What follows belongs to an exercise in optimizing a design on an open flow for small area, a short achievable clock period and few clock cycles per item; a production flow would make more cautious choices.
Only simulation tests tie the RTL to the original design; equivalence was not proved.
No activity file was given, so power comes from the tool's default toggle rates.

run 1:
==> flow/design.v (excerpt) <==
module mac_dsp_pipe #(
  parameter int A_WIDTH     = 25,
  parameter int B_WIDTH     = 18,
  parameter int ACC_WIDTH   = 48,
  parameter int PIPE_STAGES = 1
) (
  input  logic                 clk_i,
  input  logic                 rst_i,
  input  logic                 valid_i,
  output logic                 ready_o,
  input  logic [A_WIDTH-1:0]   a_i,
  input  logic [B_WIDTH-1:0]   b_i,
  input  logic                 clr_i,
  input  logic                 last_i,
  output logic                 valid_o,
  input  logic                 ready_i,
  output logic [ACC_WIDTH-1:0] acc_o,
  output logic                 ovf_o
);
Size: roughly 1,400 cells after synthesis.
export LEC_CHECK = 0
export CAP_MARGIN = 20
export CORE_MARGIN = 2
export CORE_UTILIZATION = 50
export PLACE_DENSITY = 0.65
export SETUP_SLACK_MARGIN = 3.2
export SLEW_MARGIN = 20
create_clock -name core_clock -period 7.0 [get_ports {clk_i}]
standard.sh (not shown) runs the stock make flow with config.mk's settings and CLKGATE_MAP_FILE= SYNTH_SCRIPT=/design/flow/synth_recipe.tcl, a recipe that flattens the netlist after the stock synthesis.
==> flow/flow/run.sh <==
#!/bin/bash
# Standard layout, with netlist steps between synthesis and floorplan: fanout.py takes out the
# synthesis buffers (the flow removes them anyway); fixinv.py removes the inverters that Yosys
# leaves between full-adder cells (a full adder is self-dual, so a cell can compute on complemented
# signals instead; single-output gates can be swapped for their complement); fanout.py then gives
# register outputs with many loads a driver (two inverters). The new netlist is used only if ABC's cec proves it
# equivalent to the standard synthesis (registers paired by name); else the standard one is kept.
set -uo pipefail
export PATH="$FLOW_HOME/../tools/install/yosys/bin:$FLOW_HOME/../tools/install/OpenROAD/bin:$PATH"
R=orfs/results/${FLOW_PLATFORM}/mac_dsp_pipe/base
# port buffers: a plain buffer instead of the delay cell buffer_ports picks by itself
export BUFFER_PORTS_ARGS="-buffer_cell sky130_fd_sc_hd__buf_1"
bash standard.sh synth > synth.log 2>&1 || { echo "synthesis failed"; exit 1; }
cp "$R/1_2_yosys.v" standard_synth.v
if python3 flow/fanout.py standard_synth.v nobuf_synth.v 0 > fanout0.log 2>&1 \
   && python3 flow/fixinv.py nobuf_synth.v inv_synth.v > fixinv.log 2>&1 \
   && python3 flow/fanout.py inv_synth.v fixed_synth.v ${FANOUT_MAX:-12} > fanout.log 2>&1 \
   && bash flow/cec.sh standard_synth.v fixed_synth.v > cec.log 2>&1 \
   && grep -q "Networks are equivalent" cec.log; then
  echo "using the netlist with full-adder polarities fixed"
  cp fixed_synth.v "$R/1_2_yosys.v"
  touch "$R/1_2_yosys.v"
else
  echo "keeping the standard netlist"
fi
bash standard.sh > layout.log 2>&1 || { echo "layout failed"; exit 1; }
test -f out/final.def
Other scripts of this flow, unchanged in this note and not shown: flow/flow/cec.sh, flow/flow/cutff.py, flow/flow/fanout.py, flow/flow/fixinv.py, flow/flow/lib2v.py
Testbench counts of run 1, summed over its fixed seeds: cycles 16,090, samples 16,066.
Modified inputs, run 2 compared to run 1
# run 1
export LEC_CHECK = 0
export CAP_MARGIN = 20
export CORE_MARGIN = 2
export CORE_UTILIZATION = 50
export PLACE_DENSITY = 0.65
export SETUP_SLACK_MARGIN = 3.2
export SLEW_MARGIN = 20
create_clock -name core_clock -period 7.0 [get_ports {clk_i}]
# run 2
export LEC_CHECK = 0
export CAP_MARGIN = 20
export CORE_MARGIN = 2
export CORE_UTILIZATION = 75
export PLACE_DENSITY = 0.85
export SETUP_SLACK_MARGIN = 3.0
export SLEW_MARGIN = 20
create_clock -name core_clock -period 7.0 [get_ports {clk_i}]
--- a/flow/flow/run.sh
+++ b/flow/flow/run.sh
@@ -16,3 +16,3 @@
    && python3 flow/fixinv.py nobuf_synth.v inv_synth.v > fixinv.log 2>&1 \
-   && python3 flow/fanout.py inv_synth.v fixed_synth.v ${FANOUT_MAX:-12} > fanout.log 2>&1 \
+   && python3 flow/fanout.py inv_synth.v fixed_synth.v ${FANOUT_MAX:-20} > fanout.log 2>&1 \
    && bash flow/cec.sh standard_synth.v fixed_synth.v > cec.log 2>&1 \
Results
Register-to-register slack in run 2 is 70 ps lower than in run 1
Going from run 1 to run 2, the relative area change from synthesis to final layout was found to have gone down by 1.3 points.
Sort run 1 and run 2 by number of well taps asc -> top: run 2
Worst endpoint data arrival time: run 2 higher than run 1
Lower post-layout instance area among run 1 and run 2: run 2
Looking at headroom to the max-slew limit across run 1 and run 2, the one that comes out higher is run 1.
Compared with run 1, run 2 instantiates a smaller number of standard cells.
Inputs modified between run 2 and run 3:
# run 2
export LEC_CHECK = 0
export CAP_MARGIN = 20
export CORE_MARGIN = 2
export CORE_UTILIZATION = 75
export PLACE_DENSITY = 0.85
export SETUP_SLACK_MARGIN = 3.0
export SLEW_MARGIN = 20
create_clock -name core_clock -period 7.0 [get_ports {clk_i}]
# run 3
export LEC_CHECK = 0
export CAP_MARGIN = 20
export CORE_MARGIN = 2
export CORE_UTILIZATION = 60
export PLACE_DENSITY = 0.75
export SETUP_SLACK_MARGIN = 3.4
export SLEW_MARGIN = 20
create_clock -name core_clock -period 7.0 [get_ports {clk_i}]
--- a/flow/flow/run.sh
+++ b/flow/flow/run.sh
@@ -16,3 +16,3 @@
    && python3 flow/fixinv.py nobuf_synth.v inv_synth.v > fixinv.log 2>&1 \
-   && python3 flow/fanout.py inv_synth.v fixed_synth.v ${FANOUT_MAX:-20} > fanout.log 2>&1 \
+   && python3 flow/fanout.py inv_synth.v fixed_synth.v ${FANOUT_MAX:-12} > fanout.log 2>&1 \
    && bash flow/cec.sh standard_synth.v fixed_synth.v > cec.log 2>&1 \
Findings:
- Area overhead of the layout relative to synthesis: run 3 vs run 2 down 0.90 points
- Run 2 reports its master of the slowest instance on the critical path as sky130_fd_sc_hd__edfxtp_1 while run 3 reports sky130_fd_sc_hd__fa_1.
- Diff run 2 -> run 3 | reported combinational group power | down by a few percent
- Comparing total net switching power for run 2 and run 3, the smaller number came from run 3.

* * *

mac_dsp_pipe again, from the RTL that the note above started with.
==> flow/config.mk <==
export PLATFORM = sky130hd
export DESIGN_NAME = mac_dsp_pipe
export DESIGN_NICKNAME = mac_dsp_pipe
export VERILOG_FILES = /design/flow/design.v
export SDC_FILE = /design/flow/constraint.sdc
export NUM_CORES = 4
export LEC_CHECK = 0
export CAP_MARGIN = 20
export CORE_MARGIN = 2
export CORE_UTILIZATION = 60
export GPL_TIMING_DRIVEN = 0
export PLACE_DENSITY = 0.75
export SETUP_SLACK_MARGIN = 3.2
export SLEW_MARGIN = 20
==> flow/constraint.sdc <==
create_clock -name core_clock -period 7.0 [get_ports {clk_i}]
set_input_delay 1.4000 -clock core_clock [delete_from_list [all_inputs] [get_ports {clk_i}]]
set_output_delay 1.4000 -clock core_clock [all_outputs]
set_load 0.01 [all_outputs]
==> flow/flow/run.sh <==
#!/bin/bash
# Standard layout, with netlist steps between synthesis and floorplan: fanout.py takes out the
# synthesis buffers (the flow removes them anyway); fixinv.py removes the inverters that Yosys
# leaves between full-adder cells (a full adder is self-dual, so a cell can compute on complemented
# signals instead; single-output gates can be swapped for their complement); fanout.py then gives
# register outputs with many loads a driver (two inverters). The new netlist is used only if ABC's cec proves it
# equivalent to the standard synthesis (registers paired by name); else the standard one is kept.
set -uo pipefail
export PATH="$FLOW_HOME/../tools/install/yosys/bin:$FLOW_HOME/../tools/install/OpenROAD/bin:$PATH"
R=orfs/results/${FLOW_PLATFORM}/mac_dsp_pipe/base
# port buffers: a plain buffer instead of the delay cell buffer_ports picks by itself
export BUFFER_PORTS_ARGS="-buffer_cell sky130_fd_sc_hd__buf_1"
bash standard.sh synth > synth.log 2>&1 || { echo "synthesis failed"; exit 1; }
cp "$R/1_2_yosys.v" standard_synth.v
if python3 flow/fanout.py standard_synth.v nobuf_synth.v 0 > fanout0.log 2>&1 \
   && python3 flow/fixinv.py nobuf_synth.v inv_synth.v > fixinv.log 2>&1 \
   && python3 flow/fanout.py inv_synth.v fixed_synth.v ${FANOUT_MAX:-12} > fanout.log 2>&1 \
   && bash flow/cec.sh standard_synth.v fixed_synth.v > cec.log 2>&1 \
   && grep -q "Networks are equivalent" cec.log; then
  echo "using the netlist with full-adder polarities fixed"
  cp fixed_synth.v "$R/1_2_yosys.v"
  touch "$R/1_2_yosys.v"
else
  echo "keeping the standard netlist"
fi
bash standard.sh > layout.log 2>&1 || { echo "layout failed"; exit 1; }
test -f out/final.def
Other scripts of this flow, unchanged in this note and not shown: flow/flow/cec.sh, flow/flow/cutff.py, flow/flow/fanout.py, flow/flow/fixinv.py, flow/flow/lib2v.py
Testbench counts at the start, summed over its fixed seeds: cycles 16,090, samples 16,066.
Then changed:
- CORE_UTILIZATION: 60 -> 75
- GPL_TIMING_DRIVEN: 0 -> not set
- PLACE_DENSITY: 0.75 -> 0.85
- SETUP_SLACK_MARGIN: 3.2 -> 3.0
=>
- synthesized area is unchanged
- worst hold slack is better by 0.014 ns
- global-route usage climbs by 8.9 points
Then changed:
- CORE_UTILIZATION: 75 -> 60
- PLACE_DENSITY: 0.85 -> 0.75
- SETUP_SLACK_MARGIN: 3.0 -> 3.2
Effect: The new run completed with no timing, DRC or antenna violations; worst setup slack is better by 0.36 ns; cell area went up by 0.50%; global-route usage went down by 8.5 points; count of clock-buffer cells in the layout went up by 2; sequential share of layout area went down by 0.15 points; area after synthesis does not change; wire length went down by about 6.5%.

## afterwards: timing with drivers on the ports
The results above use ideal ports. As a check the final layouts listed here were re-extracted and re-timed, cells and wires unchanged.
Step 1 sets driving cells, clkbuf_16 on the clock port and buf_2 on the other inputs (assumed; they add their load-dependent delay and slew).
Step 2 times the ports against the registers' clock, not the clock port: input delays grow and output delays shrink by t, the midpoint of the rising clock arrivals with the driver on.
Slacks: ideal ports / drivers / drivers and shift; pairs: ideal ports / drivers.
| run | t (ns) | setup WS [ns] | worst hold slack (ns) | worst slew at a driven data input, ns | pins driven straight from the clock port |
|---|---|---|---|---|---|
| run 1 | 0.508 | 3.040 / 3.040 / 3.040 | 0.434 / 0.434 / 0.434 | 0.04 | 1 |
| run 2 | 0.507 | 2.968 / 2.968 / 2.968 | 0.451 / 0.451 / 0.451 | 0.04 | 1 |
| run 3 | 0.498 | 3.213 / 3.213 / 3.213 | 0.426 / 0.426 / 0.426 | 0.03 | 1 |
| the first run of note 2 | 0.496 | 3.131 / 3.131 / 3.131 | 0.421 / 0.421 / 0.421 | 0.03 | 1 |
| the second run of note 2 | 0.514 | 2.838 / 2.838 / 2.838 | 0.435 / 0.435 / 0.435 | 0.04 | 1 |
| the third run of note 2 | 0.503 | 3.196 / 3.196 / 3.196 | 0.429 / 0.429 / 0.429 | 0.03 | 1 |
After both steps every run listed still meets setup and hold.
